Background: an optimization exercise with open tools, aiming at small area, a short achievable clock period and few clock cycles. Do not read the settings as production practice. The RTL was checked by simulation tests, not by an equivalence proof against the original design.

old:
==> flow/design.v (excerpt) <==
module mm_top (
  input  logic         clk_i,
  input  logic         rst_n_i,
  input  logic         instr_valid_i,
  input  logic [15:0]  a_addr_i,
  input  logic [15:0]  b_addr_i,
  input  logic [15:0]  c_addr_i,
  input  logic [12:0]  len_i,
  output logic         instr_ready_o,
  output logic         done_o,
  output logic         a_rd_req_o,
  output logic [15:0]  a_rd_addr_o,
  input  logic         a_rd_valid_i,
  input  logic [31:0]  a_rd_data_i,
  output logic         b_rd_req_o,
  output logic [15:0]  b_rd_addr_o,
  input  logic         b_rd_valid_i,
  input  logic [31:0]  b_rd_data_i,
  output logic         wr_valid_o,
  output logic [15:0]  wr_addr_o,
  output logic [127:0] wr_data_o,
  input  logic         wr_ready_i
);
Size: ~7100 cells after synthesis, ~310 I/O pins.
export LEC_CHECK = 0
export CAP_MARGIN = 20
export CORE_MARGIN = 2
export CORE_UTILIZATION = 65
export SETUP_SLACK_MARGIN = 3.4
export SLEW_MARGIN = 20
export TNS_END_PERCENT = 100
create_clock -name core_clock -period 6.0 [get_ports {clk_i}]
standard.sh (not shown) runs the stock make flow with config.mk's settings and CLKGATE_MAP_FILE= SYNTH_SCRIPT=/design/flow/synth_recipe.tcl, a recipe that flattens the netlist after the stock synthesis.
==> flow/flow/run.sh <==
#!/bin/bash
# Layout: the standard flow (standard.sh) unchanged, except that the port
# buffers are sky130_fd_sc_hd__buf_2 instead of the resizer's default pick (a
# clkdlybuf4s50 delay cell, which the timing repair then cannot resize). Every
# port still gets its own buffer.
set -euo pipefail
bash standard.sh "BUFFER_PORTS_ARGS=-buffer_cell sky130_fd_sc_hd__buf_2" finish > standard_flow.log 2>&1
Testbench counts of old, summed over its fixed seeds: cycles 19,415.
What new does differently from old at the input level:
--- a/flow/design.v
+++ b/flow/design.v
@@ -188,50 +188,45 @@
       ahv_d  = ahv_q || a_take;
       bhv_d  = bhv_q || b_take;
       pcnt_d = pcnt_q + 2'(ahv_q && a_take) + 2'(bhv_q && b_take);
       if (ahv_q && a_take) pown_d = 1'b0;
       if (bhv_q && b_take) pown_d = 1'b1;
     end
   end
   always_ff @(posedge clk_i or negedge rst_n_i) begin
     if (!rst_n_i) begin
       a_more_q <= 1'b0; b_more_q <= 1'b0;
       a_req_q  <= 1'b0; b_req_q  <= 1'b0;
-      ahv_q <= 1'b0; bhv_q <= 1'b0;
+      ahv_q <= 1'b0; ah_q <= '0; a3h_q <= '0;
+      bhv_q <= 1'b0; bh_q <= '0;
       pcnt_q <= 2'd0; pown_q <= 1'b0;
     end else begin
       a_more_q <= a_more_d;
       b_more_q <= b_more_d;
       ahv_q  <= ahv_d;
       bhv_q  <= bhv_d;
       pcnt_q <= pcnt_d;
       pown_q <= pown_d;
       a_req_q <= a_more_d && (!ahv_d || bhv_d || pcnt_d != 2'd2);
       b_req_q <= b_more_d && (!bhv_d || ahv_d || pcnt_d != 2'd2);
-    end
-  end
-  always_ff @(posedge clk_i) begin
-    if (!busy_q) begin
-      ah_q  <= 32'd0;
-      a3h_q <= 40'd0;
-      bh_q  <= 48'd0;
-    end else if (fire) begin
-      ah_q  <= a_pool ? p0_q : (a_take ? a_rd_data_i : 32'd0);
-      a3h_q <= a_pool ? triple(p0_q) : (a_take ? triple(a_rd_data_i) : 40'd0);
-      bh_q  <= b_pool ? pick(p0_q) : (b_take ? pick(b_rd_data_i) : 48'd0);
-    end else begin
-      if (a_take && !ahv_q) begin
-        ah_q  <= a_rd_data_i;
-        a3h_q <= triple(a_rd_data_i);
+      if (fire) begin
+        ah_q  <= a_pool ? p0_q : (a_take ? a_rd_data_i : 32'd0);
+        a3h_q <= a_pool ? triple(p0_q) : (a_take ? triple(a_rd_data_i) : 40'd0);
+        bh_q  <= b_pool ? pick(p0_q) : (b_take ? pick(b_rd_data_i) : 48'd0);
+      end else begin
+        if (a_take && !ahv_q) begin
+          ah_q  <= a_rd_data_i;
+          a3h_q <= triple(a_rd_data_i);
+        end
+        if (b_take && !bhv_q) bh_q <= pick(b_rd_data_i);
       end
-      if (b_take && !bhv_q) bh_q <= pick(b_rd_data_i);
     end
   end
   logic        p_push, p_pop;
   logic [31:0] p_in;
   assign p_pop  = fire && pcnt_q != 2'd0;
   assign p_push = fire ? ((a_pool && a_take) || (b_pool && b_take))
                        : ((ahv_q && a_take) || (bhv_q && b_take));
   assign p_in   = (fire ? b_pool : bhv_q) ? b_rd_data_i : a_rd_data_i;
   always_ff @(posedge clk_i) begin
     if (p_pop) begin
       if (p_push && pcnt_q == 2'd1) p0_q <= p_in;
[summary]
- The area enclosed by the die boundary number comes out higher for old vs new.
- Changes observed in new relative to old: sequential share of layout area higher; final instance area saw an increase.
- new vs old — portion of netlist area occupied by mux cells dropped 0.35 points.
- On maximum frequency, old and new are neck and neck.
- In the metrics for old and new, the one carrying the higher pre-CTS setup slack is new.
- Height of the chip delta (new -> old): insignificant
- On total length of routed met2 wires: between old and new, it ends up higher for new.
- new packs its core tighter than old.
Testbench counts of new, summed over its fixed seeds: cycles 19,415.

-- port drivers added, routing unchanged --
The flow's constraints put no driver on any port. The routed layouts listed below were extracted and timed again, unchanged, in two steps. Step 1: set_driving_cell puts a clkbuf_16 on clk_i and a buf_2 on each other input, an assumption about the parent block. Step 2 times the ports against the registers' clock, not the clock port: input delays grow and output delays shrink by t, the midpoint of the rising clock arrivals with the driver on. Three values: ideal ports, drivers, drivers and shift; two values: the first two.
run	t (ns)	setup WS [ns]	worst hold slack (ns)
old	0.834	3.369 / 3.300 / 2.789	0.363 / 0.363 / 0.363
new	0.830	3.366 / 3.346 / 2.799	0.362 / 0.362 / 0.362
After both steps setup and hold are still met in every run listed. The setup slack of old, which loses most, moves by -0.069 ns with the drivers and by -0.580 ns with both steps.
